Source: an optimization exercise on an open RTL-to-GDS flow (aim: small area and a short achievable clock period). Production flows keep margins and buffers that such runs may drop. Function was checked by simulation only, so behaviour that the tests miss may differ from the original. No activity file was given, so power comes from the tool's default toggle rates.

## flow/design.v (module list and top-level ports; edited modules follow where they fit)
// module mul_fa: 10 lines
// module mul_ha: 9 lines
// module mul32_pipe: 3697 lines
module mul32_pipe (
    input  logic               clk,
    input  logic               rst_n,
    input  logic [31:0]        a,
    input  logic [31:0]        b,
    input  logic               mode,    
    output logic [31:0]        hi,
    output logic [31:0]        lo
);
  // ...
==> flow/flow/run.sh <==
#!/bin/bash
# Own flow: the standard layout (standard.sh, unchanged synthesis and
# steps), with the port buffers that placement inserts made plain buf_2
# cells instead of the delay-buffer cells buffer_ports picks by default.
# Repair still resizes them where timing needs it.
set -euo pipefail
cd "$(dirname "$0")/.."
export BUFFER_PORTS_ARGS="-buffer_cell sky130_fd_sc_hd__buf_2"
bash standard.sh finish > standard.log 2>&1
==> flow/standard.sh <==
#!/bin/bash
# synth_recipe.tcl (not shown) runs the flow's synth.tcl, then flattens the netlist and writes it again
# the make line also repeats each setting of config.mk as NAME=value (left out here)
make -C /OpenROAD-flow-scripts/flow DESIGN_CONFIG=/design/flow/config.mk WORK_HOME=/design/flow/orfs CLKGATE_MAP_FILE= SYNTH_SCRIPT=/design/flow/synth_recipe.tcl "${@:-finish}"
==> flow/config.mk <==
export PLATFORM = sky130hd
export DESIGN_NAME = mul32_pipe
export DESIGN_NICKNAME = mul32_pipe
export VERILOG_FILES = /design/flow/design.v
export SDC_FILE = /design/flow/constraint.sdc
export NUM_CORES = 4
export LEC_CHECK = 0
export ABC_AREA = 1
export CAP_MARGIN = 20
export CORE_MARGIN = 2
export CORE_UTILIZATION = 55
export CTS_CLUSTER_DIAMETER = 80
export CTS_CLUSTER_SIZE = 30
export PLACE_DENSITY = 0.7
export SETUP_SLACK_MARGIN = 4.6
export SLEW_MARGIN = 20
export SYNTH_HIERARCHICAL = 1
==> flow/constraint.sdc <==
create_clock -name core_clock -period 7.0 [get_ports {clk}]
set_input_delay 1.4000 -clock core_clock [delete_from_list [all_inputs] [get_ports {clk}]]
set_output_delay 1.4000 -clock core_clock [all_outputs]
set_load 0.01 [all_outputs]
==> out/qor.txt, run 1 <==
CP Launch Point: r2_l1[153]$_DFF_P_
Gr usage total: 29.7%
CP Class: register to register
Post-synth top area cell: dfxtp_1
R2R cell count: 4
Outcome: no timing/DRC/antenna violations
Dpl cell area: 0.0411 sq mm
Simple-gate area share of the yosys netlist: 2.92%
Slowest cell on crit path: fa_2
Ys Warns: 8
Share of cells above drive strength 1: 18.6%
Worst path depth: 4
Total CTS buffers: 43
Most common cell in the synthesized netlist: dfxtp_1
Iter 0 DRT Violations: 3372
Clock tree sinks: 826
Final antenna-violating net count: 0
Root buffer cell: clkbuf_16
Clock skew: 0.0473 ns
Post-synth net total: 4063
Met3 WL: 14400 um
Top flop regs: p_q (320), r2_l1 (306), r3_cs (115)
Most frequent cells in the layout: 699 x dfxtp_1, 545 x xor2_1, 501 x o22ai_1
Largest net degree at the start of global routing: 65
First-pass GRT wire length: 168000 um
P_clk: 3060 uW
Die W: 273 um
Multi-input gates: 2049
Pwr dens: 477 mW/mm^2
Routed vias/inst: 6.10
P_leak: 0.0190 uW
Final wirelength: 111000 um
Number of H-tree levels: 2
Most frequent CP cell: fa_2
==> inputs of run 2 (changes only) <==
--- a/flow/design.v
+++ b/flow/design.v
@@ -3368,343 +3368,559 @@
     assign fa_P30 = fa_p0[59] & fa_p0[58];
     logic fa_G31, fa_P31;
     assign fa_G31 = fa_g0[61] | (fa_p0[61] & fa_g0[60]);
     assign fa_P31 = fa_p0[61] & fa_p0[60];
     logic fa_G32, fa_P32;
     assign fa_G32 = fa_g0[63] | (fa_p0[63] & fa_g0[62]);
     assign fa_P32 = fa_p0[63] & fa_p0[62];
     logic fa_G33, fa_P33;
-    assign fa_G33 = fa_G2 | (fa_P2 & fa_G1);
-    assign fa_P33 = fa_P2 & fa_P1;
+    assign fa_G33 = fa_g0[2] | (fa_p0[2] & fa_G1);
+    assign fa_P33 = fa_p0[2] & fa_P1;
     logic fa_G34, fa_P34;
-    assign fa_G34 = fa_G4 | (fa_P4 & fa_G3);
-    assign fa_P34 = fa_P4 & fa_P3;
+    assign fa_G34 = fa_G2 | (fa_P2 & fa_G1);
+    assign fa_P34 = fa_P2 & fa_P1;
     logic fa_G35, fa_P35;
-    assign fa_G35 = fa_G6 | (fa_P6 & fa_G5);
-    assign fa_P35 = fa_P6 & fa_P5;
+    assign fa_G35 = fa_g0[6] | (fa_p0[6] & fa_G3);
+    assign fa_P35 = fa_p0[6] & fa_P3;
     logic fa_G36, fa_P36;
-    assign fa_G36 = fa_G8 | (fa_P8 & fa_G7);
-    assign fa_P36 = fa_P8 & fa_P7;
+    assign fa_G36 = fa_G4 | (fa_P4 & fa_G3);
+    assign fa_P36 = fa_P4 & fa_P3;
     logic fa_G37, fa_P37;
-    assign fa_G37 = fa_G10 | (fa_P10 & fa_G9);
-    assign fa_P37 = fa_P10 & fa_P9;
+    assign fa_G37 = fa_g0[10] | (fa_p0[10] & fa_G5);
+    assign fa_P37 = fa_p0[10] & fa_P5;
     logic fa_G38, fa_P38;
-    assign fa_G38 = fa_G12 | (fa_P12 & fa_G11);
-    assign fa_P38 = fa_P12 & fa_P11;
+    assign fa_G38 = fa_G6 | (fa_P6 & fa_G5);
+    assign fa_P38 = fa_P6 & fa_P5;
     logic fa_G39, fa_P39;
-    assign fa_G39 = fa_G14 | (fa_P14 & fa_G13);
-    assign fa_P39 = fa_P14 & fa_P13;
+    assign fa_G39 = fa_g0[14] | (fa_p0[14] & fa_G7);
+    assign fa_P39 = fa_p0[14] & fa_P7;
     logic fa_G40, fa_P40;
-    assign fa_G40 = fa_G16 | (fa_P16 & fa_G15);
-    assign fa_P40 = fa_P16 & fa_P15;
+    assign fa_G40 = fa_G8 | (fa_P8 & fa_G7);
+    assign fa_P40 = fa_P8 & fa_P7;
     logic fa_G41, fa_P41;
-    assign fa_G41 = fa_G18 | (fa_P18 & fa_G17);
-    assign fa_P41 = fa_P18 & fa_P17;
+    assign fa_G41 = fa_g0[18] | (fa_p0[18] & fa_G9);
+    assign fa_P41 = fa_p0[18] & fa_P9;
     logic fa_G42, fa_P42;
-    assign fa_G42 = fa_G20 | (fa_P20 & fa_G19);
-    assign fa_P42 = fa_P20 & fa_P19;
+    assign fa_G42 = fa_G10 | (fa_P10 & fa_G9);
+    assign fa_P42 = fa_P10 & fa_P9;
     logic fa_G43, fa_P43;
-    assign fa_G43 = fa_G22 | (fa_P22 & fa_G21);
-    assign fa_P43 = fa_P22 & fa_P21;
+    assign fa_G43 = fa_g0[22] | (fa_p0[22] & fa_G11);
+    assign fa_P43 = fa_p0[22] & fa_P11;
     logic fa_G44, fa_P44;
-    assign fa_G44 = fa_G24 | (fa_P24 & fa_G23);
-    assign fa_P44 = fa_P24 & fa_P23;
+    assign fa_G44 = fa_G12 | (fa_P12 & fa_G11);
+    assign fa_P44 = fa_P12 & fa_P11;
     logic fa_G45, fa_P45;
-    assign fa_G45 = fa_G26 | (fa_P26 & fa_G25);
-    assign fa_P45 = fa_P26 & fa_P25;
+    assign fa_G45 = fa_g0[26] | (fa_p0[26] & fa_G13);
+    assign fa_P45 = fa_p0[26] & fa_P13;
     logic fa_G46, fa_P46;
-    assign fa_G46 = fa_G28 | (fa_P28 & fa_G27);
-    assign fa_P46 = fa_P28 & fa_P27;
+    assign fa_G46 = fa_G14 | (fa_P14 & fa_G13);
+    assign fa_P46 = fa_P14 & fa_P13;
     logic fa_G47, fa_P47;
-    assign fa_G47 = fa_G30 | (fa_P30 & fa_G29);
-    assign fa_P47 = fa_P30 & fa_P29;
+    assign fa_G47 = fa_g0[30] | (fa_p0[30] & fa_G15);
+    assign fa_P47 = fa_p0[30] & fa_P15;
     logic fa_G48, fa_P48;
-    assign fa_G48 = fa_G32 | (fa_P32 & fa_G31);
-    assign fa_P48 = fa_P32 & fa_P31;
+    assign fa_G48 = fa_G16 | (fa_P16 & fa_G15);
+    assign fa_P48 = fa_P16 & fa_P15;
     logic fa_G49, fa_P49;
-    assign fa_G49 = fa_G34 | (fa_P34 & fa_G33);
-    assign fa_P49 = fa_P34 & fa_P33;
+    assign fa_G49 = fa_g0[34] | (fa_p0[34] & fa_G17);
+    assign fa_P49 = fa_p0[34] & fa_P17;
     logic fa_G50, fa_P50;
-    assign fa_G50 = fa_G36 | (fa_P36 & fa_G35);
-    assign fa_P50 = fa_P36 & fa_P35;
+    assign fa_G50 = fa_G18 | (fa_P18 & fa_G17);
+    assign fa_P50 = fa_P18 & fa_P17;
     logic fa_G51, fa_P51;
-    assign fa_G51 = fa_G38 | (fa_P38 & fa_G37);
-    assign fa_P51 = fa_P38 & fa_P37;
+    assign fa_G51 = fa_g0[38] | (fa_p0[38] & fa_G19);
+    assign fa_P51 = fa_p0[38] & fa_P19;
     logic fa_G52, fa_P52;
-    assign fa_G52 = fa_G40 | (fa_P40 & fa_G39);
-    assign fa_P52 = fa_P40 & fa_P39;
+    assign fa_G52 = fa_G20 | (fa_P20 & fa_G19);
+    assign fa_P52 = fa_P20 & fa_P19;
     logic fa_G53, fa_P53;
-    assign fa_G53 = fa_G42 | (fa_P42 & fa_G41);
-    assign fa_P53 = fa_P42 & fa_P41;
+    assign fa_G53 = fa_g0[42] | (fa_p0[42] & fa_G21);
+    assign fa_P53 = fa_p0[42] & fa_P21;
     logic fa_G54, fa_P54;
-    assign fa_G54 = fa_G44 | (fa_P44 & fa_G43);
-    assign fa_P54 = fa_P44 & fa_P43;
+    assign fa_G54 = fa_G22 | (fa_P22 & fa_G21);
+    assign fa_P54 = fa_P22 & fa_P21;
     logic fa_G55, fa_P55;
-    assign fa_G55 = fa_G46 | (fa_P46 & fa_G45);
-    assign fa_P55 = fa_P46 & fa_P45;
+    assign fa_G55 = fa_g0[46] | (fa_p0[46] & fa_G23);
+    assign fa_P55 = fa_p0[46] & fa_P23;
     logic fa_G56, fa_P56;
-    assign fa_G56 = fa_G48 | (fa_P48 & fa_G47);
-    assign fa_P56 = fa_P48 & fa_P47;
+    assign fa_G56 = fa_G24 | (fa_P24 & fa_G23);
+    assign fa_P56 = fa_P24 & fa_P23;
     logic fa_G57, fa_P57;
-    assign fa_G57 = fa_G50 | (fa_P50 & fa_G49);
-    assign fa_P57 = fa_P50 & fa_P49;
+    assign fa_G57 = fa_g0[50] | (fa_p0[50] & fa_G25);
+    assign fa_P57 = fa_p0[50] & fa_P25;
     logic fa_G58, fa_P58;
-    assign fa_G58 = fa_G52 | (fa_P52 & fa_G51);
-    assign fa_P58 = fa_P52 & fa_P51;
+    assign fa_G58 = fa_G26 | (fa_P26 & fa_G25);
+    assign fa_P58 = fa_P26 & fa_P25;
     logic fa_G59, fa_P59;
-    assign fa_G59 = fa_G54 | (fa_P54 & fa_G53);
-    assign fa_P59 = fa_P54 & fa_P53;
+    assign fa_G59 = fa_g0[54] | (fa_p0[54] & fa_G27);
+    assign fa_P59 = fa_p0[54] & fa_P27;
     logic fa_G60, fa_P60;
-    assign fa_G60 = fa_G56 | (fa_P56 & fa_G55);
-    assign fa_P60 = fa_P56 & fa_P55;
+    assign fa_G60 = fa_G28 | (fa_P28 & fa_G27);
+    assign fa_P60 = fa_P28 & fa_P27;
     logic fa_G61, fa_P61;
-    assign fa_G61 = fa_G58 | (fa_P58 & fa_G57);
-    assign fa_P61 = fa_P58 & fa_P57;
+    assign fa_G61 = fa_g0[58] | (fa_p0[58] & fa_G29);
+    assign fa_P61 = fa_p0[58] & fa_P29;
     logic fa_G62, fa_P62;
-    assign fa_G62 = fa_G60 | (fa_P60 & fa_G59);
-    assign fa_P62 = fa_P60 & fa_P59;
+    assign fa_G62 = fa_G30 | (fa_P30 & fa_G29);
+    assign fa_P62 = fa_P30 & fa_P29;
     logic fa_G63, fa_P63;
-    assign fa_G63 = fa_G62 | (fa_P62 & fa_G61);
-    assign fa_P63 = fa_P62 & fa_P61;
+    assign fa_G63 = fa_g0[62] | (fa_p0[62] & fa_G31);
+    assign fa_P63 = fa_p0[62] & fa_P31;
     logic fa_G64, fa_P64;
-    assign fa_G64 = fa_G59 | (fa_P59 & fa_G61);
-    assign fa_P64 = fa_P59 & fa_P61;
+    assign fa_G64 = fa_G32 | (fa_P32 & fa_G31);
+    assign fa_P64 = fa_P32 & fa_P31;
     logic fa_G65, fa_P65;
-    assign fa_G65 = fa_G51 | (fa_P51 & fa_G57);
-    assign fa_P65 = fa_P51 & fa_P57;
+    assign fa_G65 = fa_g0[4] | (fa_p0[4] & fa_G34);
+    assign fa_P65 = fa_p0[4] & fa_P34;
     logic fa_G66, fa_P66;
-    assign fa_G66 = fa_G53 | (fa_P53 & fa_G61);
-    assign fa_P66 = fa_P53 & fa_P61;
+    assign fa_G66 = fa_G3 | (fa_P3 & fa_G34);
+    assign fa_P66 = fa_P3 & fa_P34;
     logic fa_G67, fa_P67;
-    assign fa_G67 = fa_G55 | (fa_P55 & fa_G64);
-    assign fa_P67 = fa_P55 & fa_P64;
+    assign fa_G67 = fa_G35 | (fa_P35 & fa_G34);
+    assign fa_P67 = fa_P35 & fa_P34;
     logic fa_G68, fa_P68;
-    assign fa_G68 = fa_G35 | (fa_P35 & fa_G49);
-    assign fa_P68 = fa_P35 & fa_P49;
+    assign fa_G68 = fa_G36 | (fa_P36 & fa_G34);
+    assign fa_P68 = fa_P36 & fa_P34;
     logic fa_G69, fa_P69;
-    assign fa_G69 = fa_G37 | (fa_P37 & fa_G57);
-    assign fa_P69 = fa_P37 & fa_P57;
+    assign fa_G69 = fa_g0[12] | (fa_p0[12] & fa_G38);
+    assign fa_P69 = fa_p0[12] & fa_P38;
     logic fa_G70, fa_P70;
-    assign fa_G70 = fa_G39 | (fa_P39 & fa_G65);
-    assign fa_P70 = fa_P39 & fa_P65;
+    assign fa_G70 = fa_G7 | (fa_P7 & fa_G38);
+    assign fa_P70 = fa_P7 & fa_P38;
     logic fa_G71, fa_P71;
-    assign fa_G71 = fa_G41 | (fa_P41 & fa_G61);
-    assign fa_P71 = fa_P41 & fa_P61;
+    assign fa_G71 = fa_G39 | (fa_P39 & fa_G38);
+    assign fa_P71 = fa_P39 & fa_P38;
     logic fa_G72, fa_P72;
-    assign fa_G72 = fa_G43 | (fa_P43 & fa_G66);
-    assign fa_P72 = fa_P43 & fa_P66;
+    assign fa_G72 = fa_G40 | (fa_P40 & fa_G38);
+    assign fa_P72 = fa_P40 & fa_P38;
     logic fa_G73, fa_P73;
-    assign fa_G73 = fa_G45 | (fa_P45 & fa_G64);
-    assign fa_P73 = fa_P45 & fa_P64;
+    assign fa_G73 = fa_g0[20] | (fa_p0[20] & fa_G42);
+    assign fa_P73 = fa_p0[20] & fa_P42;
     logic fa_G74, fa_P74;
-    assign fa_G74 = fa_G47 | (fa_P47 & fa_G67);
-    assign fa_P74 = fa_P47 & fa_P67;
+    assign fa_G74 = fa_G11 | (fa_P11 & fa_G42);
+    assign fa_P74 = fa_P11 & fa_P42;
     logic fa_G75, fa_P75;
-    assign fa_G75 = fa_G3 | (fa_P3 & fa_G33);
-    assign fa_P75 = fa_P3 & fa_P33;
+    assign fa_G75 = fa_G43 | (fa_P43 & fa_G42);
+    assign fa_P75 = fa_P43 & fa_P42;
     logic fa_G76, fa_P76;
-    assign fa_G76 = fa_G5 | (fa_P5 & fa_G49);
-    assign fa_P76 = fa_P5 & fa_P49;
+    assign fa_G76 = fa_G44 | (fa_P44 & fa_G42);
+    assign fa_P76 = fa_P44 & fa_P42;
     logic fa_G77, fa_P77;
-    assign fa_G77 = fa_G7 | (fa_P7 & fa_G68);
-    assign fa_P77 = fa_P7 & fa_P68;
+    assign fa_G77 = fa_g0[28] | (fa_p0[28] & fa_G46);
+    assign fa_P77 = fa_p0[28] & fa_P46;
     logic fa_G78, fa_P78;
-    assign fa_G78 = fa_G9 | (fa_P9 & fa_G57);
-    assign fa_P78 = fa_P9 & fa_P57;
+    assign fa_G78 = fa_G15 | (fa_P15 & fa_G46);
+    assign fa_P78 = fa_P15 & fa_P46;
     logic fa_G79, fa_P79;
-    assign fa_G79 = fa_G11 | (fa_P11 & fa_G69);
-    assign fa_P79 = fa_P11 & fa_P69;
+    assign fa_G79 = fa_G47 | (fa_P47 & fa_G46);
+    assign fa_P79 = fa_P47 & fa_P46;
     logic fa_G80, fa_P80;
-    assign fa_G80 = fa_G13 | (fa_P13 & fa_G65);
-    assign fa_P80 = fa_P13 & fa_P65;
+    assign fa_G80 = fa_G48 | (fa_P48 & fa_G46);
+    assign fa_P80 = fa_P48 & fa_P46;
     logic fa_G81, fa_P81;
-    assign fa_G81 = fa_G15 | (fa_P15 & fa_G70);
-    assign fa_P81 = fa_P15 & fa_P70;
+    assign fa_G81 = fa_g0[36] | (fa_p0[36] & fa_G50);
+    assign fa_P81 = fa_p0[36] & fa_P50;
     logic fa_G82, fa_P82;
-    assign fa_G82 = fa_G17 | (fa_P17 & fa_G61);
-    assign fa_P82 = fa_P17 & fa_P61;
+    assign fa_G82 = fa_G19 | (fa_P19 & fa_G50);
+    assign fa_P82 = fa_P19 & fa_P50;
     logic fa_G83, fa_P83;
-    assign fa_G83 = fa_G19 | (fa_P19 & fa_G71);
-    assign fa_P83 = fa_P19 & fa_P71;
+    assign fa_G83 = fa_G51 | (fa_P51 & fa_G50);
+    assign fa_P83 = fa_P51 & fa_P50;
     logic fa_G84, fa_P84;
-    assign fa_G84 = fa_G21 | (fa_P21 & fa_G66);
-    assign fa_P84 = fa_P21 & fa_P66;
+    assign fa_G84 = fa_G52 | (fa_P52 & fa_G50);
+    assign fa_P84 = fa_P52 & fa_P50;
     logic fa_G85, fa_P85;
-    assign fa_G85 = fa_G23 | (fa_P23 & fa_G72);
-    assign fa_P85 = fa_P23 & fa_P72;
+    assign fa_G85 = fa_g0[44] | (fa_p0[44] & fa_G54);
+    assign fa_P85 = fa_p0[44] & fa_P54;
     logic fa_G86, fa_P86;
-    assign fa_G86 = fa_G25 | (fa_P25 & fa_G64);
-    assign fa_P86 = fa_P25 & fa_P64;
+    assign fa_G86 = fa_G23 | (fa_P23 & fa_G54);
+    assign fa_P86 = fa_P23 & fa_P54;
     logic fa_G87, fa_P87;
-    assign fa_G87 = fa_G27 | (fa_P27 & fa_G73);
-    assign fa_P87 = fa_P27 & fa_P73;
+    assign fa_G87 = fa_G55 | (fa_P55 & fa_G54);
+    assign fa_P87 = fa_P55 & fa_P54;
     logic fa_G88, fa_P88;
-    assign fa_G88 = fa_G29 | (fa_P29 & fa_G67);
-    assign fa_P88 = fa_P29 & fa_P67;
+    assign fa_G88 = fa_G56 | (fa_P56 & fa_G54);
+    assign fa_P88 = fa_P56 & fa_P54;
     logic fa_G89, fa_P89;
-    assign fa_G89 = fa_G31 | (fa_P31 & fa_G74);
-    assign fa_P89 = fa_P31 & fa_P74;
+    assign fa_G89 = fa_g0[52] | (fa_p0[52] & fa_G58);
+    assign fa_P89 = fa_p0[52] & fa_P58;
     logic fa_G90, fa_P90;
-    assign fa_G90 = fa_g0[2] | (fa_p0[2] & fa_G1);
-    assign fa_P90 = fa_p0[2] & fa_P1;
+    assign fa_G90 = fa_G27 | (fa_P27 & fa_G58);
+    assign fa_P90 = fa_P27 & fa_P58;
     logic fa_G91, fa_P91;
-    assign fa_G91 = fa_g0[4] | (fa_p0[4] & fa_G33);
-    assign fa_P91 = fa_p0[4] & fa_P33;
+    assign fa_G91 = fa_G59 | (fa_P59 & fa_G58);
+    assign fa_P91 = fa_P59 & fa_P58;
     logic fa_G92, fa_P92;
-    assign fa_G92 = fa_g0[6] | (fa_p0[6] & fa_G75);
-    assign fa_P92 = fa_p0[6] & fa_P75;
+    assign fa_G92 = fa_G60 | (fa_P60 & fa_G58);
+    assign fa_P92 = fa_P60 & fa_P58;
     logic fa_G93, fa_P93;
-    assign fa_G93 = fa_g0[8] | (fa_p0[8] & fa_G49);
-    assign fa_P93 = fa_p0[8] & fa_P49;
+    assign fa_G93 = fa_g0[60] | (fa_p0[60] & fa_G62);
+    assign fa_P93 = fa_p0[60] & fa_P62;
     logic fa_G94, fa_P94;
-    assign fa_G94 = fa_g0[10] | (fa_p0[10] & fa_G76);
-    assign fa_P94 = fa_p0[10] & fa_P76;
+    assign fa_G94 = fa_G31 | (fa_P31 & fa_G62);
+    assign fa_P94 = fa_P31 & fa_P62;
     logic fa_G95, fa_P95;
-    assign fa_G95 = fa_g0[12] | (fa_p0[12] & fa_G68);
-    assign fa_P95 = fa_p0[12] & fa_P68;
+    assign fa_G95 = fa_G63 | (fa_P63 & fa_G62);
+    assign fa_P95 = fa_P63 & fa_P62;
     logic fa_G96, fa_P96;
-    assign fa_G96 = fa_g0[14] | (fa_p0[14] & fa_G77);
-    assign fa_P96 = fa_p0[14] & fa_P77;
+    assign fa_G96 = fa_G64 | (fa_P64 & fa_G62);
+    assign fa_P96 = fa_P64 & fa_P62;
     logic fa_G97, fa_P97;
-    assign fa_G97 = fa_g0[16] | (fa_p0[16] & fa_G57);
-    assign fa_P97 = fa_p0[16] & fa_P57;
+    assign fa_G97 = fa_g0[8] | (fa_p0[8] & fa_G68);
+    assign fa_P97 = fa_p0[8] & fa_P68;
     logic fa_G98, fa_P98;
-    assign fa_G98 = fa_g0[18] | (fa_p0[18] & fa_G78);
-    assign fa_P98 = fa_p0[18] & fa_P78;
+    assign fa_G98 = fa_G5 | (fa_P5 & fa_G68);
+    assign fa_P98 = fa_P5 & fa_P68;
     logic fa_G99, fa_P99;
-    assign fa_G99 = fa_g0[20] | (fa_p0[20] & fa_G69);
-    assign fa_P99 = fa_p0[20] & fa_P69;
+    assign fa_G99 = fa_G37 | (fa_P37 & fa_G68);
+    assign fa_P99 = fa_P37 & fa_P68;
     logic fa_G100, fa_P100;
-    assign fa_G100 = fa_g0[22] | (fa_p0[22] & fa_G79);
-    assign fa_P100 = fa_p0[22] & fa_P79;
+    assign fa_G100 = fa_G38 | (fa_P38 & fa_G68);
+    assign fa_P100 = fa_P38 & fa_P68;
     logic fa_G101, fa_P101;
-    assign fa_G101 = fa_g0[24] | (fa_p0[24] & fa_G65);
-    assign fa_P101 = fa_p0[24] & fa_P65;
+    assign fa_G101 = fa_G69 | (fa_P69 & fa_G68);
+    assign fa_P101 = fa_P69 & fa_P68;
     logic fa_G102, fa_P102;
-    assign fa_G102 = fa_g0[26] | (fa_p0[26] & fa_G80);
-    assign fa_P102 = fa_p0[26] & fa_P80;
+    assign fa_G102 = fa_G70 | (fa_P70 & fa_G68);
+    assign fa_P102 = fa_P70 & fa_P68;
     logic fa_G103, fa_P103;
-    assign fa_G103 = fa_g0[28] | (fa_p0[28] & fa_G70);
-    assign fa_P103 = fa_p0[28] & fa_P70;
+    assign fa_G103 = fa_G71 | (fa_P71 & fa_G68);
+    assign fa_P103 = fa_P71 & fa_P68;
     logic fa_G104, fa_P104;
-    assign fa_G104 = fa_g0[30] | (fa_p0[30] & fa_G81);
-    assign fa_P104 = fa_p0[30] & fa_P81;
+    assign fa_G104 = fa_G72 | (fa_P72 & fa_G68);
+    assign fa_P104 = fa_P72 & fa_P68;
     logic fa_G105, fa_P105;
-    assign fa_G105 = fa_g0[32] | (fa_p0[32] & fa_G61);
-    assign fa_P105 = fa_p0[32] & fa_P61;
+    assign fa_G105 = fa_g0[24] | (fa_p0[24] & fa_G76);
+    assign fa_P105 = fa_p0[24] & fa_P76;
     logic fa_G106, fa_P106;
-    assign fa_G106 = fa_g0[34] | (fa_p0[34] & fa_G82);
-    assign fa_P106 = fa_p0[34] & fa_P82;
+    assign fa_G106 = fa_G13 | (fa_P13 & fa_G76);
+    assign fa_P106 = fa_P13 & fa_P76;
     logic fa_G107, fa_P107;
-    assign fa_G107 = fa_g0[36] | (fa_p0[36] & fa_G71);
-    assign fa_P107 = fa_p0[36] & fa_P71;
+    assign fa_G107 = fa_G45 | (fa_P45 & fa_G76);
+    assign fa_P107 = fa_P45 & fa_P76;
     logic fa_G108, fa_P108;
-    assign fa_G108 = fa_g0[38] | (fa_p0[38] & fa_G83);
-    assign fa_P108 = fa_p0[38] & fa_P83;
+    assign fa_G108 = fa_G46 | (fa_P46 & fa_G76);
+    assign fa_P108 = fa_P46 & fa_P76;
     logic fa_G109, fa_P109;
-    assign fa_G109 = fa_g0[40] | (fa_p0[40] & fa_G66);
-    assign fa_P109 = fa_p0[40] & fa_P66;
+    assign fa_G109 = fa_G77 | (fa_P77 & fa_G76);
+    assign fa_P109 = fa_P77 & fa_P76;
     logic fa_G110, fa_P110;
-    assign fa_G110 = fa_g0[42] | (fa_p0[42] & fa_G84);
-    assign fa_P110 = fa_p0[42] & fa_P84;
+    assign fa_G110 = fa_G78 | (fa_P78 & fa_G76);
+    assign fa_P110 = fa_P78 & fa_P76;
     logic fa_G111, fa_P111;
-    assign fa_G111 = fa_g0[44] | (fa_p0[44] & fa_G72);
-    assign fa_P111 = fa_p0[44] & fa_P72;
+    assign fa_G111 = fa_G79 | (fa_P79 & fa_G76);
+    assign fa_P111 = fa_P79 & fa_P76;
     logic fa_G112, fa_P112;
-    assign fa_G112 = fa_g0[46] | (fa_p0[46] & fa_G85);
-    assign fa_P112 = fa_p0[46] & fa_P85;
+    assign fa_G112 = fa_G80 | (fa_P80 & fa_G76);
+    assign fa_P112 = fa_P80 & fa_P76;
     logic fa_G113, fa_P113;
-    assign fa_G113 = fa_g0[48] | (fa_p0[48] & fa_G64);
-    assign fa_P113 = fa_p0[48] & fa_P64;
+    assign fa_G113 = fa_g0[40] | (fa_p0[40] & fa_G84);
+    assign fa_P113 = fa_p0[40] & fa_P84;
     logic fa_G114, fa_P114;
-    assign fa_G114 = fa_g0[50] | (fa_p0[50] & fa_G86);
-    assign fa_P114 = fa_p0[50] & fa_P86;
+    assign fa_G114 = fa_G21 | (fa_P21 & fa_G84);
+    assign fa_P114 = fa_P21 & fa_P84;
     logic fa_G115, fa_P115;
-    assign fa_G115 = fa_g0[52] | (fa_p0[52] & fa_G73);
-    assign fa_P115 = fa_p0[52] & fa_P73;
+    assign fa_G115 = fa_G53 | (fa_P53 & fa_G84);
+    assign fa_P115 = fa_P53 & fa_P84;
     logic fa_G116, fa_P116;
-    assign fa_G116 = fa_g0[54] | (fa_p0[54] & fa_G87);
-    assign fa_P116 = fa_p0[54] & fa_P87;
+    assign fa_G116 = fa_G54 | (fa_P54 & fa_G84);
+    assign fa_P116 = fa_P54 & fa_P84;
     logic fa_G117, fa_P117;
-    assign fa_G117 = fa_g0[56] | (fa_p0[56] & fa_G67);
-    assign fa_P117 = fa_p0[56] & fa_P67;
+    assign fa_G117 = fa_G85 | (fa_P85 & fa_G84);
+    assign fa_P117 = fa_P85 & fa_P84;
     logic fa_G118, fa_P118;
-    assign fa_G118 = fa_g0[58] | (fa_p0[58] & fa_G88);
-    assign fa_P118 = fa_p0[58] & fa_P88;
+    assign fa_G118 = fa_G86 | (fa_P86 & fa_G84);
+    assign fa_P118 = fa_P86 & fa_P84;
     logic fa_G119, fa_P119;
-    assign fa_G119 = fa_g0[60] | (fa_p0[60] & fa_G74);
-    assign fa_P119 = fa_p0[60] & fa_P74;
+    assign fa_G119 = fa_G87 | (fa_P87 & fa_G84);
+    assign fa_P119 = fa_P87 & fa_P84;
     logic fa_G120, fa_P120;
-    assign fa_G120 = fa_g0[62] | (fa_p0[62] & fa_G89);
-    assign fa_P120 = fa_p0[62] & fa_P89;
+    assign fa_G120 = fa_G88 | (fa_P88 & fa_G84);
+    assign fa_P120 = fa_P88 & fa_P84;
+    logic fa_G121, fa_P121;
+    assign fa_G121 = fa_g0[56] | (fa_p0[56] & fa_G92);
+    assign fa_P121 = fa_p0[56] & fa_P92;
+    logic fa_G122, fa_P122;
+    assign fa_G122 = fa_G29 | (fa_P29 & fa_G92);
+    assign fa_P122 = fa_P29 & fa_P92;
+    logic fa_G123, fa_P123;
+    assign fa_G123 = fa_G61 | (fa_P61 & fa_G92);
+    assign fa_P123 = fa_P61 & fa_P92;
+    logic fa_G124, fa_P124;
+    assign fa_G124 = fa_G62 | (fa_P62 & fa_G92);
+    assign fa_P124 = fa_P62 & fa_P92;
+    logic fa_G125, fa_P125;
+    assign fa_G125 = fa_G93 | (fa_P93 & fa_G92);
+    assign fa_P125 = fa_P93 & fa_P92;
+    logic fa_G126, fa_P126;
+    assign fa_G126 = fa_G94 | (fa_P94 & fa_G92);
+    assign fa_P126 = fa_P94 & fa_P92;
+    logic fa_G127, fa_P127;
+    assign fa_G127 = fa_G95 | (fa_P95 & fa_G92);
+    assign fa_P127 = fa_P95 & fa_P92;
+    logic fa_G128, fa_P128;
+    assign fa_G128 = fa_G96 | (fa_P96 & fa_G92);
+    assign fa_P128 = fa_P96 & fa_P92;
+    logic fa_G129, fa_P129;
+    assign fa_G129 = fa_g0[16] | (fa_p0[16] & fa_G104);
+    assign fa_P129 = fa_p0[16] & fa_P104;
+    logic fa_G130, fa_P130;
+    assign fa_G130 = fa_G9 | (fa_P9 & fa_G104);
+    assign fa_P130 = fa_P9 & fa_P104;
+    logic fa_G131, fa_P131;
+    assign fa_G131 = fa_G41 | (fa_P41 & fa_G104);
+    assign fa_P131 = fa_P41 & fa_P104;
+    logic fa_G132, fa_P132;
+    assign fa_G132 = fa_G42 | (fa_P42 & fa_G104);
+    assign fa_P132 = fa_P42 & fa_P104;
+    logic fa_G133, fa_P133;
+    assign fa_G133 = fa_G73 | (fa_P73 & fa_G104);
+    assign fa_P133 = fa_P73 & fa_P104;
+    logic fa_G134, fa_P134;
+    assign fa_G134 = fa_G74 | (fa_P74 & fa_G104);
+    assign fa_P134 = fa_P74 & fa_P104;
+    logic fa_G135, fa_P135;
+    assign fa_G135 = fa_G75 | (fa_P75 & fa_G104);
+    assign fa_P135 = fa_P75 & fa_P104;
+    logic fa_G136, fa_P136;
+    assign fa_G136 = fa_G76 | (fa_P76 & fa_G104);
+    assign fa_P136 = fa_P76 & fa_P104;
+    logic fa_G137, fa_P137;
+    assign fa_G137 = fa_G105 | (fa_P105 & fa_G104);
+    assign fa_P137 = fa_P105 & fa_P104;
+    logic fa_G138, fa_P138;
+    assign fa_G138 = fa_G106 | (fa_P106 & fa_G104);
+    assign fa_P138 = fa_P106 & fa_P104;
+    logic fa_G139, fa_P139;
+    assign fa_G139 = fa_G107 | (fa_P107 & fa_G104);
+    assign fa_P139 = fa_P107 & fa_P104;
+    logic fa_G140, fa_P140;
+    assign fa_G140 = fa_G108 | (fa_P108 & fa_G104);
+    assign fa_P140 = fa_P108 & fa_P104;
+    logic fa_G141, fa_P141;
+    assign fa_G141 = fa_G109 | (fa_P109 & fa_G104);
+    assign fa_P141 = fa_P109 & fa_P104;
+    logic fa_G142, fa_P142;
+    assign fa_G142 = fa_G110 | (fa_P110 & fa_G104);
+    assign fa_P142 = fa_P110 & fa_P104;
+    logic fa_G143, fa_P143;
+    assign fa_G143 = fa_G111 | (fa_P111 & fa_G104);
+    assign fa_P143 = fa_P111 & fa_P104;
+    logic fa_G144, fa_P144;
+    assign fa_G144 = fa_G112 | (fa_P112 & fa_G104);
+    assign fa_P144 = fa_P112 & fa_P104;
+    logic fa_G145, fa_P145;
+    assign fa_G145 = fa_g0[48] | (fa_p0[48] & fa_G120);
+    assign fa_P145 = fa_p0[48] & fa_P120;
+    logic fa_G146, fa_P146;
+    assign fa_G146 = fa_G25 | (fa_P25 & fa_G120);
+    assign fa_P146 = fa_P25 & fa_P120;
+    logic fa_G147, fa_P147;
+    assign fa_G147 = fa_G57 | (fa_P57 & fa_G120);
+    assign fa_P147 = fa_P57 & fa_P120;
+    logic fa_G148, fa_P148;
+    assign fa_G148 = fa_G58 | (fa_P58 & fa_G120);
+    assign fa_P148 = fa_P58 & fa_P120;
+    logic fa_G149, fa_P149;
+    assign fa_G149 = fa_G89 | (fa_P89 & fa_G120);
+    assign fa_P149 = fa_P89 & fa_P120;
+    logic fa_G150, fa_P150;
+    assign fa_G150 = fa_G90 | (fa_P90 & fa_G120);
+    assign fa_P150 = fa_P90 & fa_P120;
+    logic fa_G151, fa_P151;
+    assign fa_G151 = fa_G91 | (fa_P91 & fa_G120);
+    assign fa_P151 = fa_P91 & fa_P120;
+    logic fa_G152, fa_P152;
+    assign fa_G152 = fa_G92 | (fa_P92 & fa_G120);
+    assign fa_P152 = fa_P92 & fa_P120;
+    logic fa_G153, fa_P153;
+    assign fa_G153 = fa_G121 | (fa_P121 & fa_G120);
+    assign fa_P153 = fa_P121 & fa_P120;
+    logic fa_G154, fa_P154;
+    assign fa_G154 = fa_G122 | (fa_P122 & fa_G120);
+    assign fa_P154 = fa_P122 & fa_P120;
+    logic fa_G155, fa_P155;
+    assign fa_G155 = fa_G123 | (fa_P123 & fa_G120);
+    assign fa_P155 = fa_P123 & fa_P120;
+    logic fa_G156, fa_P156;
+    assign fa_G156 = fa_G124 | (fa_P124 & fa_G120);
+    assign fa_P156 = fa_P124 & fa_P120;
+    logic fa_G157, fa_P157;
+    assign fa_G157 = fa_G125 | (fa_P125 & fa_G120);
+    assign fa_P157 = fa_P125 & fa_P120;
+    logic fa_G158, fa_P158;
+    assign fa_G158 = fa_G126 | (fa_P126 & fa_G120);
+    assign fa_P158 = fa_P126 & fa_P120;
+    logic fa_G159, fa_P159;
+    assign fa_G159 = fa_G127 | (fa_P127 & fa_G120);
+    assign fa_P159 = fa_P127 & fa_P120;
+    logic fa_G160, fa_P160;
+    assign fa_G160 = fa_G128 | (fa_P128 & fa_G120);
+    assign fa_P160 = fa_P128 & fa_P120;
+    logic fa_G161, fa_P161;
+    assign fa_G161 = fa_g0[32] | (fa_p0[32] & fa_G144);
+    assign fa_P161 = fa_p0[32] & fa_P144;
+    logic fa_G162, fa_P162;
+    assign fa_G162 = fa_G17 | (fa_P17 & fa_G144);
+    assign fa_P162 = fa_P17 & fa_P144;
+    logic fa_G163, fa_P163;
+    assign fa_G163 = fa_G49 | (fa_P49 & fa_G144);
+    assign fa_P163 = fa_P49 & fa_P144;
+    logic fa_G164, fa_P164;
+    assign fa_G164 = fa_G50 | (fa_P50 & fa_G144);
+    assign fa_P164 = fa_P50 & fa_P144;
+    logic fa_G165, fa_P165;
+    assign fa_G165 = fa_G81 | (fa_P81 & fa_G144);
+    assign fa_P165 = fa_P81 & fa_P144;
+    logic fa_G166, fa_P166;
+    assign fa_G166 = fa_G82 | (fa_P82 & fa_G144);
+    assign fa_P166 = fa_P82 & fa_P144;
+    logic fa_G167, fa_P167;
+    assign fa_G167 = fa_G83 | (fa_P83 & fa_G144);
+    assign fa_P167 = fa_P83 & fa_P144;
+    logic fa_G168, fa_P168;
+    assign fa_G168 = fa_G84 | (fa_P84 & fa_G144);
+    assign fa_P168 = fa_P84 & fa_P144;
+    logic fa_G169, fa_P169;
+    assign fa_G169 = fa_G113 | (fa_P113 & fa_G144);
+    assign fa_P169 = fa_P113 & fa_P144;
+    logic fa_G170, fa_P170;
+    assign fa_G170 = fa_G114 | (fa_P114 & fa_G144);
+    assign fa_P170 = fa_P114 & fa_P144;
+    logic fa_G171, fa_P171;
+    assign fa_G171 = fa_G115 | (fa_P115 & fa_G144);
+    assign fa_P171 = fa_P115 & fa_P144;
+    logic fa_G172, fa_P172;
+    assign fa_G172 = fa_G116 | (fa_P116 & fa_G144);
+    assign fa_P172 = fa_P116 & fa_P144;
+    logic fa_G173, fa_P173;
+    assign fa_G173 = fa_G117 | (fa_P117 & fa_G144);
+    assign fa_P173 = fa_P117 & fa_P144;
+    logic fa_G174, fa_P174;
+    assign fa_G174 = fa_G118 | (fa_P118 & fa_G144);
+    assign fa_P174 = fa_P118 & fa_P144;
+    logic fa_G175, fa_P175;
+    assign fa_G175 = fa_G119 | (fa_P119 & fa_G144);
+    assign fa_P175 = fa_P119 & fa_P144;
+    logic fa_G176, fa_P176;
+    assign fa_G176 = fa_G120 | (fa_P120 & fa_G144);
+    assign fa_P176 = fa_P120 & fa_P144;
+    logic fa_G177, fa_P177;
+    assign fa_G177 = fa_G145 | (fa_P145 & fa_G144);
+    assign fa_P177 = fa_P145 & fa_P144;
+    logic fa_G178, fa_P178;
+    assign fa_G178 = fa_G146 | (fa_P146 & fa_G144);
+    assign fa_P178 = fa_P146 & fa_P144;
+    logic fa_G179, fa_P179;
+    assign fa_G179 = fa_G147 | (fa_P147 & fa_G144);
+    assign fa_P179 = fa_P147 & fa_P144;
+    logic fa_G180, fa_P180;
+    assign fa_G180 = fa_G148 | (fa_P148 & fa_G144);
+    assign fa_P180 = fa_P148 & fa_P144;
+    logic fa_G181, fa_P181;
+    assign fa_G181 = fa_G149 | (fa_P149 & fa_G144);
+    assign fa_P181 = fa_P149 & fa_P144;
+    logic fa_G182, fa_P182;
+    assign fa_G182 = fa_G150 | (fa_P150 & fa_G144);
+    assign fa_P182 = fa_P150 & fa_P144;
+    logic fa_G183, fa_P183;
+    assign fa_G183 = fa_G151 | (fa_P151 & fa_G144);
+    assign fa_P183 = fa_P151 & fa_P144;
+    logic fa_G184, fa_P184;
+    assign fa_G184 = fa_G152 | (fa_P152 & fa_G144);
+    assign fa_P184 = fa_P152 & fa_P144;
+    logic fa_G185, fa_P185;
+    assign fa_G185 = fa_G153 | (fa_P153 & fa_G144);
+    assign fa_P185 = fa_P153 & fa_P144;
+    logic fa_G186, fa_P186;
+    assign fa_G186 = fa_G154 | (fa_P154 & fa_G144);
+    assign fa_P186 = fa_P154 & fa_P144;
+    logic fa_G187, fa_P187;
+    assign fa_G187 = fa_G155 | (fa_P155 & fa_G144);
+    assign fa_P187 = fa_P155 & fa_P144;
+    logic fa_G188, fa_P188;
+    assign fa_G188 = fa_G156 | (fa_P156 & fa_G144);
+    assign fa_P188 = fa_P156 & fa_P144;
+    logic fa_G189, fa_P189;
+    assign fa_G189 = fa_G157 | (fa_P157 & fa_G144);
+    assign fa_P189 = fa_P157 & fa_P144;
+    logic fa_G190, fa_P190;
+    assign fa_G190 = fa_G158 | (fa_P158 & fa_G144);
+    assign fa_P190 = fa_P158 & fa_P144;
+    logic fa_G191, fa_P191;
+    assign fa_G191 = fa_G159 | (fa_P159 & fa_G144);
+    assign fa_P191 = fa_P159 & fa_P144;
+    logic fa_G192, fa_P192;
+    assign fa_G192 = fa_G160 | (fa_P160 & fa_G144);
+    assign fa_P192 = fa_P160 & fa_P144;
     assign prod[0] = fa_p0[0];
     assign prod[1] = fa_p0[1] ^ fa_g0[0];
     assign prod[2] = fa_p0[2] ^ fa_G1;
-    assign prod[3] = fa_p0[3] ^ fa_G90;
-    assign prod[4] = fa_p0[4] ^ fa_G33;
-    assign prod[5] = fa_p0[5] ^ fa_G91;
-    assign prod[6] = fa_p0[6] ^ fa_G75;
-    assign prod[7] = fa_p0[7] ^ fa_G92;
-    assign prod[8] = fa_p0[8] ^ fa_G49;
-    assign prod[9] = fa_p0[9] ^ fa_G93;
-    assign prod[10] = fa_p0[10] ^ fa_G76;
-    assign prod[11] = fa_p0[11] ^ fa_G94;
-    assign prod[12] = fa_p0[12] ^ fa_G68;
-    assign prod[13] = fa_p0[13] ^ fa_G95;
-    assign prod[14] = fa_p0[14] ^ fa_G77;
-    assign prod[15] = fa_p0[15] ^ fa_G96;
-    assign prod[16] = fa_p0[16] ^ fa_G57;
-    assign prod[17] = fa_p0[17] ^ fa_G97;
-    assign prod[18] = fa_p0[18] ^ fa_G78;
-    assign prod[19] = fa_p0[19] ^ fa_G98;
-    assign prod[20] = fa_p0[20] ^ fa_G69;
-    assign prod[21] = fa_p0[21] ^ fa_G99;
-    assign prod[22] = fa_p0[22] ^ fa_G79;
-    assign prod[23] = fa_p0[23] ^ fa_G100;
-    assign prod[24] = fa_p0[24] ^ fa_G65;
-    assign prod[25] = fa_p0[25] ^ fa_G101;
-    assign prod[26] = fa_p0[26] ^ fa_G80;
-    assign prod[27] = fa_p0[27] ^ fa_G102;
-    assign prod[28] = fa_p0[28] ^ fa_G70;
-    assign prod[29] = fa_p0[29] ^ fa_G103;
-    assign prod[30] = fa_p0[30] ^ fa_G81;
-    assign prod[31] = fa_p0[31] ^ fa_G104;
-    assign prod[32] = fa_p0[32] ^ fa_G61;
-    assign prod[33] = fa_p0[33] ^ fa_G105;
-    assign prod[34] = fa_p0[34] ^ fa_G82;
-    assign prod[35] = fa_p0[35] ^ fa_G106;
-    assign prod[36] = fa_p0[36] ^ fa_G71;
-    assign prod[37] = fa_p0[37] ^ fa_G107;
-    assign prod[38] = fa_p0[38] ^ fa_G83;
-    assign prod[39] = fa_p0[39] ^ fa_G108;
-    assign prod[40] = fa_p0[40] ^ fa_G66;
-    assign prod[41] = fa_p0[41] ^ fa_G109;
-    assign prod[42] = fa_p0[42] ^ fa_G84;
-    assign prod[43] = fa_p0[43] ^ fa_G110;
-    assign prod[44] = fa_p0[44] ^ fa_G72;
-    assign prod[45] = fa_p0[45] ^ fa_G111;
-    assign prod[46] = fa_p0[46] ^ fa_G85;
-    assign prod[47] = fa_p0[47] ^ fa_G112;
-    assign prod[48] = fa_p0[48] ^ fa_G64;
-    assign prod[49] = fa_p0[49] ^ fa_G113;
-    assign prod[50] = fa_p0[50] ^ fa_G86;
-    assign prod[51] = fa_p0[51] ^ fa_G114;
-    assign prod[52] = fa_p0[52] ^ fa_G73;
-    assign prod[53] = fa_p0[53] ^ fa_G115;
-    assign prod[54] = fa_p0[54] ^ fa_G87;
-    assign prod[55] = fa_p0[55] ^ fa_G116;
-    assign prod[56] = fa_p0[56] ^ fa_G67;
-    assign prod[57] = fa_p0[57] ^ fa_G117;
-    assign prod[58] = fa_p0[58] ^ fa_G88;
-    assign prod[59] = fa_p0[59] ^ fa_G118;
-    assign prod[60] = fa_p0[60] ^ fa_G74;
-    assign prod[61] = fa_p0[61] ^ fa_G119;
-    assign prod[62] = fa_p0[62] ^ fa_G89;
-    assign prod[63] = fa_p0[63] ^ fa_G120;
+    assign prod[3] = fa_p0[3] ^ fa_G33;
+    assign prod[4] = fa_p0[4] ^ fa_G34;
+    assign prod[5] = fa_p0[5] ^ fa_G65;
+    assign prod[6] = fa_p0[6] ^ fa_G66;
+    assign prod[7] = fa_p0[7] ^ fa_G67;
+    assign prod[8] = fa_p0[8] ^ fa_G68;
+    assign prod[9] = fa_p0[9] ^ fa_G97;
+    assign prod[10] = fa_p0[10] ^ fa_G98;
+    assign prod[11] = fa_p0[11] ^ fa_G99;
+    assign prod[12] = fa_p0[12] ^ fa_G100;
+    assign prod[13] = fa_p0[13] ^ fa_G101;
+    assign prod[14] = fa_p0[14] ^ fa_G102;
+    assign prod[15] = fa_p0[15] ^ fa_G103;
+    assign prod[16] = fa_p0[16] ^ fa_G104;
+    assign prod[17] = fa_p0[17] ^ fa_G129;
+    assign prod[18] = fa_p0[18] ^ fa_G130;
+    assign prod[19] = fa_p0[19] ^ fa_G131;
+    assign prod[20] = fa_p0[20] ^ fa_G132;
+    assign prod[21] = fa_p0[21] ^ fa_G133;
+    assign prod[22] = fa_p0[22] ^ fa_G134;
+    assign prod[23] = fa_p0[23] ^ fa_G135;
+    assign prod[24] = fa_p0[24] ^ fa_G136;
+    assign prod[25] = fa_p0[25] ^ fa_G137;
+    assign prod[26] = fa_p0[26] ^ fa_G138;
+    assign prod[27] = fa_p0[27] ^ fa_G139;
+    assign prod[28] = fa_p0[28] ^ fa_G140;
+    assign prod[29] = fa_p0[29] ^ fa_G141;
+    assign prod[30] = fa_p0[30] ^ fa_G142;
+    assign prod[31] = fa_p0[31] ^ fa_G143;
+    assign prod[32] = fa_p0[32] ^ fa_G144;
+    assign prod[33] = fa_p0[33] ^ fa_G161;
+    assign prod[34] = fa_p0[34] ^ fa_G162;
+    assign prod[35] = fa_p0[35] ^ fa_G163;
+    assign prod[36] = fa_p0[36] ^ fa_G164;
+    assign prod[37] = fa_p0[37] ^ fa_G165;
+    assign prod[38] = fa_p0[38] ^ fa_G166;
+    assign prod[39] = fa_p0[39] ^ fa_G167;
+    assign prod[40] = fa_p0[40] ^ fa_G168;
+    assign prod[41] = fa_p0[41] ^ fa_G169;
+    assign prod[42] = fa_p0[42] ^ fa_G170;
+    assign prod[43] = fa_p0[43] ^ fa_G171;
+    assign prod[44] = fa_p0[44] ^ fa_G172;
+    assign prod[45] = fa_p0[45] ^ fa_G173;
+    assign prod[46] = fa_p0[46] ^ fa_G174;
+    assign prod[47] = fa_p0[47] ^ fa_G175;
+    assign prod[48] = fa_p0[48] ^ fa_G176;
+    assign prod[49] = fa_p0[49] ^ fa_G177;
+    assign prod[50] = fa_p0[50] ^ fa_G178;
+    assign prod[51] = fa_p0[51] ^ fa_G179;
+    assign prod[52] = fa_p0[52] ^ fa_G180;
+    assign prod[53] = fa_p0[53] ^ fa_G181;
+    assign prod[54] = fa_p0[54] ^ fa_G182;
+    assign prod[55] = fa_p0[55] ^ fa_G183;
+    assign prod[56] = fa_p0[56] ^ fa_G184;
+    assign prod[57] = fa_p0[57] ^ fa_G185;
+    assign prod[58] = fa_p0[58] ^ fa_G186;
+    assign prod[59] = fa_p0[59] ^ fa_G187;
+    assign prod[60] = fa_p0[60] ^ fa_G188;
+    assign prod[61] = fa_p0[61] ^ fa_G189;
+    assign prod[62] = fa_p0[62] ^ fa_G190;
+    assign prod[63] = fa_p0[63] ^ fa_G191;
     logic [63:0] p_q [4:8];
     logic [2:0] run_q;
     always_ff @(posedge clk)
     begin
         if (!rst_n)
             run_q <= 3'd0;
         else if (run_q != 3'd7)
             run_q <= run_q + 3'd1;
==> flow/run.sh (new file) <==
#!/bin/bash
# synth_recipe.tcl (not shown) runs the flow's synth.tcl, then flattens the netlist and writes it again
# the make line also repeats each setting of config.mk as NAME=value (left out here)
make -C /OpenROAD-flow-scripts/flow DESIGN_CONFIG=/design/flow/config.mk WORK_HOME=/design/flow/orfs CLKGATE_MAP_FILE= SYNTH_SCRIPT=/design/flow/synth_recipe.tcl finish
removed: flow/flow/run.sh
removed: flow/standard.sh
==> run 2 against run 1 <==
Against the previous run:
- synthesized area increased by 1.8%
- sequential power down 2.9%
- utilization decreased by 0.60 points
- synthesized cell count rose by 8.3%
- fmax increased by 2.3%
==> out/qor.txt, run 2 <==
Number of H-tree levels: 2 (unchanged)
MaxCap Viol Count: 0
First-pass GRT wire length: 159000 um (-5.4%)
Final hold viol count: 0
Combinational share of power: 49.4%
Least-Margin Pin Slew: 0.803 ns
Max VDD drop: 0.000284 V
P_leak: 0.0195 uW (+2.3%)
Routed vias/inst: 5.78 (-5.2%)
Switch share: 39.0%
Top flop regs: p_q (320), r2_l1 (306), r3_cs (115)
Die span in y: 275 um
I/O pin total: 131
R2R cell count: 4 (unchanged)
# DRC: 0
Vias in the first global route: 28200
Relative slew slack: 46.4%
WHS Path Cells: 0
Final setup vio count: 0
Max reg flops: 320
DIE AREA: 0.0758 sq mm
CP endpoint kind: register
# nets final: 4350
Post-synthesis instance area: 0.0405 sq mm
Most used flip-flop cell after synthesis: dfxtp_1
Peak Freq: 0.405 GHz
Setup Total Neg Slack: 0 ns
Die W: 275 um (+0.90%)
GP Congestion: 0.880
Gr usage total: 27.2% (-2.6 points)
Root buffer cell: clkbuf_16
Required @ worst endpoint: 7.50 ns
Area Overhead vs Synth: 11.2%
Total congestion overflow: 0
Syn Area/Cell: 11.0 sq um
EDFF count, synth: 0
Synth cell types: 33
Clock skew: 0.0331 ns (-0.0142 ns)
Arr. time, crit path: 2.97 ns
HP Class: register to register
DP Worst Slack: 3.85 ns
Initial Util: 55.5%
Top post-synthesis cells by area: dfxtp_1 41%, fa_1 24%, xor2_1 12%
RSZ-0062 raised after global routing: true
Internal power: 12900 uW
Clock transition at path regs: 0.11 ns
Commonest cells in the synthesized netlist: 826 x dfxtp_1, 539 x xor2_1, 512 x o22ai_1, 479 x fa_1, 308 x nand2_1
Total CTS buffers: 43 (unchanged)
Worst Setup Slack, final: 4.53 ns
Initial DRT Pass Iterations: 6
Final core occ: 61.7%
Pwr dens: 470 mW/mm^2 (-1.5%)
Maximum fanout along the worst path: 1
Final wirelength: 102000 um (-8.5%)
Worst skew pair latency: 0.62 ns
Most common cell in the synthesized netlist: dfxtp_1
Top reg by flops: p_q
Initial antenna violation count: 5
Post-synth top area cell: dfxtp_1
Leading cell type in the layout, fill and taps excluded: dfxtp_1
Port bufs: 130
Synth async-reset ratio: 0%
DP Wirelength: 64900 um
Outcome: no timing/DRC/antenna violations
Core box area: 0.0730 sq mm
CTS max path bufs: 3
CTS tree: built
Yosys top cell area share: 40.8%
Share of cells above drive strength 1: 11.7% (-6.9 points)
Startpoint types: register
Share of the clock period used by the worst path after layout: 35.3%
Iter 0 DRT Violations: 2811 (-17%)
Fin. max-slew vios: 0
Ys Warns: 8 (unchanged)
Largest net degree at the start of global routing: 65 (unchanged)
Register area share after synthesis: 40.8%
Synth Register Bits: 826
CP Class: register to register
Fill count: 5719
Clock tree sinks: 826 (unchanged)
Register share of total power: 36.3%
# hold bufs at CTS: 0
Switching Power: 8260 uW
Post-detailed-route wirelength per cell: 21.8 um
Min Clock Period, post-route: 2.47 ns
Clock power frac: 14.3%
Row count: 99
Final antenna-violating net count: 0 (unchanged)
Vias: 27100
Post-synth net total: 4317 (+6.3%)
Syn Inst Count: 3666
Most frequent cells in the layout: 733 x dfxtp_1, 536 x xor2_1, 511 x o22ai_1
[run 2: cell count changes in the layout (fill, tap and decap cells not counted), sizes merged, moves of 30 or more]
cell / change
nand2: +172
a21oi: +38
nor2: +30
nand3: +37
buf: -60
clkdlybuf4s50: +66
[run 2: cells by family after synthesis]
family,synth area share (%)
DFF,40.8
AOI/OAI and AO/OA,9.05
adders and majority gates,26.9
xor gates and xnor gates,12.3
and+or+nand+nor,5.40
buffers and inverters,5.13
muxes,0.389
[run 2: worst paths after layout]
check / from / slack, ns / to
hold / removal: p_q[4][61]$_DFF_P_ / 0.33 / p_q[5][61]$_DFF_P_
setup reg to reg: r2_l1[167]$_DFF_P_ / 4.53 / r3_cs[63]$_DFF_P_
setup / recovery: r2_l1[167]$_DFF_P_ / 4.53 / r3_cs[63]$_DFF_P_
hold reg to reg: p_q[4][61]$_DFF_P_ / 0.33 / p_q[5][61]$_DFF_P_
[run 2: power by group through the flow]
stage	registers, uW	logic, uW	clock network, uW
after global placement	7750	9790	0
after global routing	7890	12100	3270
after CTS	7700	10400	3110
after floorplan	7530	7250	0
after detailed placement	7790	10200	0
final	7680	10500	3030
[run 2: modules after synthesis, one instance, submodules excluded]
module,cell area (sq um),cells inside,flip-flops and latches,copies in the design
mul32_pipe,30500,3156,826,1
mul_ha,12.5,1,0,34
mul_fa,20.0,1,0,476
[run 2: worst max-delay path, stage by stage (launching register included)]
cell and delay [ns]:
dfxtp_2 0.34, fa_2 0.59, fa_1 0.44, fa_1 0.57, fa_2 0.44
[run 2: layer usage]
metal | track usage (%) | wire length, um
met4 | 10.4 | 3980
met5 | 0.501 | 78
met1 | 36.7 | 41000
met3 | 6.86 | 11000
met2 | 42.2 | 46000
[run 2: cell type report]
cell class / count / area (sq um) / share of cell area, %
clock inverters: 23 / 399 / 0.886
repair inverters: 6 / 45.0 / 0.100
repair buffers: 252 / 2450 / 5.44
well taps: 959 / 1200 / 2.66
inverters: 261 / 1020 / 2.27
diodes: 1 / 2.50 / 0.00556
multi-input cells: 2309 / 22100 / 49.1
clock buffers: 47 / 1130 / 2.52
flip-flops and latches: 826 / 16700 / 37.0
[run 2: what timing repair did]
action                     in CTS  in global routing
pin swaps                      81                 59
resized for setup             367                122
setup endpoints to repair     363                236
gates cloned                    7                  1
buffers inserted               37                 12
[run 2: metrics by stage]
step	instances	total power, uW	hold slack, ns	area [sq um]
after floorplan	3666	14800	0.310	40500
after global placement	4555	17500	0.310	42500
after detailed placement	4556	18000	0.312	42500
after CTS	4670	21200	0.328	44500
after global routing	4684	23300	0.336	45000
final	4684	21200	0.327	45000
==> inputs of run 3 (changes only) <==
--- a/flow/config.mk
+++ b/flow/config.mk
@@ -14,3 +14,3 @@
 export PLACE_DENSITY = 0.7
-export SETUP_SLACK_MARGIN = 4.6
+export SETUP_SLACK_MARGIN = 4.65
 export SLEW_MARGIN = 20
==> run 3 against run 2 <==
Against the previous run:
- fmax shrank 0.62%
- clock skew is 0.0017 ns higher
- global-route usage down 0.20 points
- largest power group unchanged
- critical path depth is the same
- still clean on timing, DRC and antenna
- power grew 0.44%
==> out/qor.txt, run 3 <==
Outcome: no timing/DRC/antenna violations
Syn Inst Count: 3666 (unchanged)
M3 GR Usage: 7.94% (+1.1 points)
Most frequent cells in the layout: 743 x dfxtp_1, 531 x xor2_1, 495 x o22ai_1
RSZ-0062 raised after global routing: true
Vias: 27100 (+0.14%)
First-pass GRT wire length: 157000 um (-1.3%)
Post-synthesis instance area: 0.0405 sq mm (unchanged)
Root buffer cell: clkbuf_16
Dpl cells: 4560 (+0.088%)
Post-route cell area: 0.0452 sq mm (+0.38%)
Worst skew pair latency: 0.62 ns (about the same)
Min Clock Period, post-route: 2.49 ns (+0.0153 ns)
Die span in y: 275 um (unchanged)
Routed vias/inst: 5.80 (+0.23%)
Pwr dens: 470 mW/mm^2 (about the same)
Synth cell types: 33 (unchanged)
Total congestion overflow: 0 (unchanged)
Share of cells above drive strength 1: 12.5% (+0.82 points)
EDFF count, synth: 0 (unchanged)
Yosys top cell area share: 40.8% (unchanged)
Least-Margin Pin Slew: 0.850 ns (+0.0469 ns)
Share of the clock period used by the worst path after layout: 35.5% (+0.22 points)
Clock skew: 0.0348 ns (+0.00172 ns)
Leading cell type in the layout, fill and taps excluded: dfxtp_1
Initial DRT Pass Iterations: 6 (unchanged)
Register area share after synthesis: 40.8% (unchanged)
Startpoint types: register
Die W: 275 um (unchanged)
P_leak: 0.0195 uW (+0.21%)
Fill count: 5770 (+0.89%)
Gr usage total: 27.0% (-0.20 points)
I/O pin total: 131 (unchanged)
Post-synth top area cell: dfxtp_1
Post-detailed-route wirelength per cell: 21.7 um (-0.53%)
Post-synth net total: 4317 (unchanged)
# hold bufs at CTS: 0 (unchanged)
Final antenna-violating net count: 0 (unchanged)
Clock transition at path regs: 0.10 ns (about the same)
GP Congestion: 0.881 (+0.10%)
# DRC: 0 (unchanged)
Non-Filler Instances: 4680 (-0.085%)
Arr. time, crit path: 3.05 ns (+0.08 ns)
Fin. max-slew vios: 0 (unchanged)
Final wirelength: 101000 um (-0.62%)
Area Overhead vs Synth: 11.6%
GRT busiest layer: met2
Top flop regs: p_q (320), r2_l1 (306), r3_cs (115)
Syn Area/Cell: 11.0 sq um (unchanged)
DIE AREA: 0.0758 sq mm (unchanged)
Max VDD drop: 0.000253 V (-11%)
Dpl cell area: 0.0425 sq mm (about the same)
Core box area: 0.0730 sq mm (unchanged)
Top post-synthesis cells by area: dfxtp_1 41%, fa_1 24%, xor2_1 12%
CTS max path bufs: 3 (unchanged)
Total CTS buffers: 43 (unchanged)
HP Class: register to register
Port bufs: 130 (unchanged)
Peak Freq: 0.402 GHz (-0.62%)
Max reg flops: 320 (unchanged)
Top reg by flops: p_q
Required @ worst endpoint: 7.56 ns (+0.06 ns)
Most used flip-flop cell after synthesis: dfxtp_1
Clock tree sinks: 826 (unchanged)
Row count: 99 (unchanged)
Met2 Use GR: 41.3% (-0.93 points)
Most common cell in the synthesized netlist: dfxtp_1
Final setup vio count: 0 (unchanged)
Tot Pwr: 21300 uW (+0.44%)
Relative slew slack: 42.9% (-3.5 points)
Iter 0 DRT Violations: 2967 (+5.5%)
DP Wirelength: 64100 um (-1.2%)
Maximum fanout along the worst path: 1 (unchanged)
# nets final: 4348 (-0.046%)
Largest net degree at the start of global routing: 65 (unchanged)
Initial Util: 55.5% (unchanged)
# diodes: 0 (-1)
Synth Register Bits: 826 (unchanged)
Setup Total Neg Slack: 0 ns (unchanged)
Initial antenna violation count: 0 (-5)
Hold_ws: 0.320 ns (-0.00720 ns)
Synth async-reset ratio: 0% (unchanged)
CP endpoint kind: register
Ys Warns: 8 (unchanged)
CTS tree: built
CP Class: register to register
Grt met1 use: 36.0% (-0.72 points)
MaxCap Viol Count: 0 (unchanged)
Commonest cells in the synthesized netlist: 826 x dfxtp_1, 539 x xor2_1, 512 x o22ai_1, 479 x fa_1, 308 x nand2_1
Vias in the first global route: 27600 (-1.9%)
Number of H-tree levels: 2 (unchanged)
Final hold viol count: 0 (unchanged)
run 3: metal layers:
metal | up-vias | routed length (um)
met5 | - | 61
met4 | 2 | 4020
met3 | 314 | 11400
met2 | 1602 | 45400
met1 | 13300 | 40500
li1 | 12000 | -
run 3: through the flow:
stage,setup WS [ns],utilization [%]
5_1_grt,4.48,62.0
3_5_place_dp,3.88,58.2
6_report,4.51,62.0
2_1_floorplan,4.65,-
4_1_cts,4.50,60.9
3_3_place_gp,3.88,58.2
run 3: cells by family after synthesis:
group / synth area share (%)
AOI/OAI and AO/OA: 9.05
xor gates and xnor gates: 12.3
adders and majority gates: 26.9
buffers and inverters: 5.13
DFF: 40.8
muxes: 0.389
and+or+nand+nor: 5.40
run 3: path summary, 6_finish.rpt:
check | depth (start not counted) | to | slack (ns) | startpoint
min | 0 | p_q[7][8]$_DFF_P_ | 0.32 | p_q[6][8]$_DFF_P_
max | 4 | r3_cs[87]$_DFF_P_ | 4.51 | r2_l1[247]$_DFF_P_
max reg2reg | 4 | r3_cs[87]$_DFF_P_ | 4.51 | r2_l1[247]$_DFF_P_
min reg2reg | 0 | p_q[7][8]$_DFF_P_ | 0.32 | p_q[6][8]$_DFF_P_
run 3: power by group:
group          total (uW)  switching [uW]  internal [uW]
sequential           7690             769           6920
combinational       10600            5800           4760
clock                3020            1700           1320
total               21300            8270          13000
run 3: repair_timing:
action	in CTS	in global routing
gates cloned	6	1
buffers inserted	31	13
resized for setup	379	170
pin swaps	37	55
endpoints found under the setup margin	352	272
run 3: Yosys stat by module, one instance, submodules excluded:
module      flops+latches  cell area, sq um  cells
mul_ha                  0              12.5      1
mul_fa                  0              20.0      1
mul32_pipe            826             30500   3156
run 3: final cells by class:
cell class              instances  area, sq um  area share (%)
multi-input cells            2309        22400            49.4
flip-flops and latches        826        16700            36.9
repair buffers                251         2410            5.34
well taps                     959         1200            2.65
clock buffers                  46         1130            2.50
inverters                     261         1010            2.23
clock inverters                23          394           0.872
repair inverters                5         37.5          0.0830
run 3: worst max-delay path, stage by stage (launching register included):
cell     delay, ns
dfxtp_4       0.38
fa_1          0.48
fa_1          0.54
fa_1          0.45
fa_2          0.59

port drivers added, routing unchanged:
The flow's constraints put no driver on any port. The routed layouts listed below were extracted and timed again, unchanged, in two steps.
Step 1 sets driving cells, clkbuf_16 on the clock port and buf_2 on the other inputs (assumed; they add their load-dependent delay and slew).
Step 2, shift: input delay + t, output delay - t, t = (earliest + latest rising clock arrival at the registers) / 2. This alone moves slack from input paths to output paths.
Slacks: ideal / step 1 / step 2; pairs: ideal / step 1.
| run | t, ns | setup slack, ns | worst setup path at the end | slew at the worst register clock pin (ns) | pins driven straight from the clock port |
|---|---|---|---|---|---|
| run 1 | 0.690 | 4.473 / 4.433 / 4.443 | input to register | 0.11 / 0.11 | 1 |
| run 2 | 0.670 | 4.530 / 4.464 / 4.119 | input to register | 0.11 / 0.11 | 1 |
| run 3 | 0.675 | 4.515 / 4.460 / 4.281 | input to register | 0.11 / 0.11 | 1 |
After both steps setup and hold are still met in every run listed. The setup slack of run 2, which loses most, moves by -0.066 ns with the drivers and by -0.411 ns with both steps.
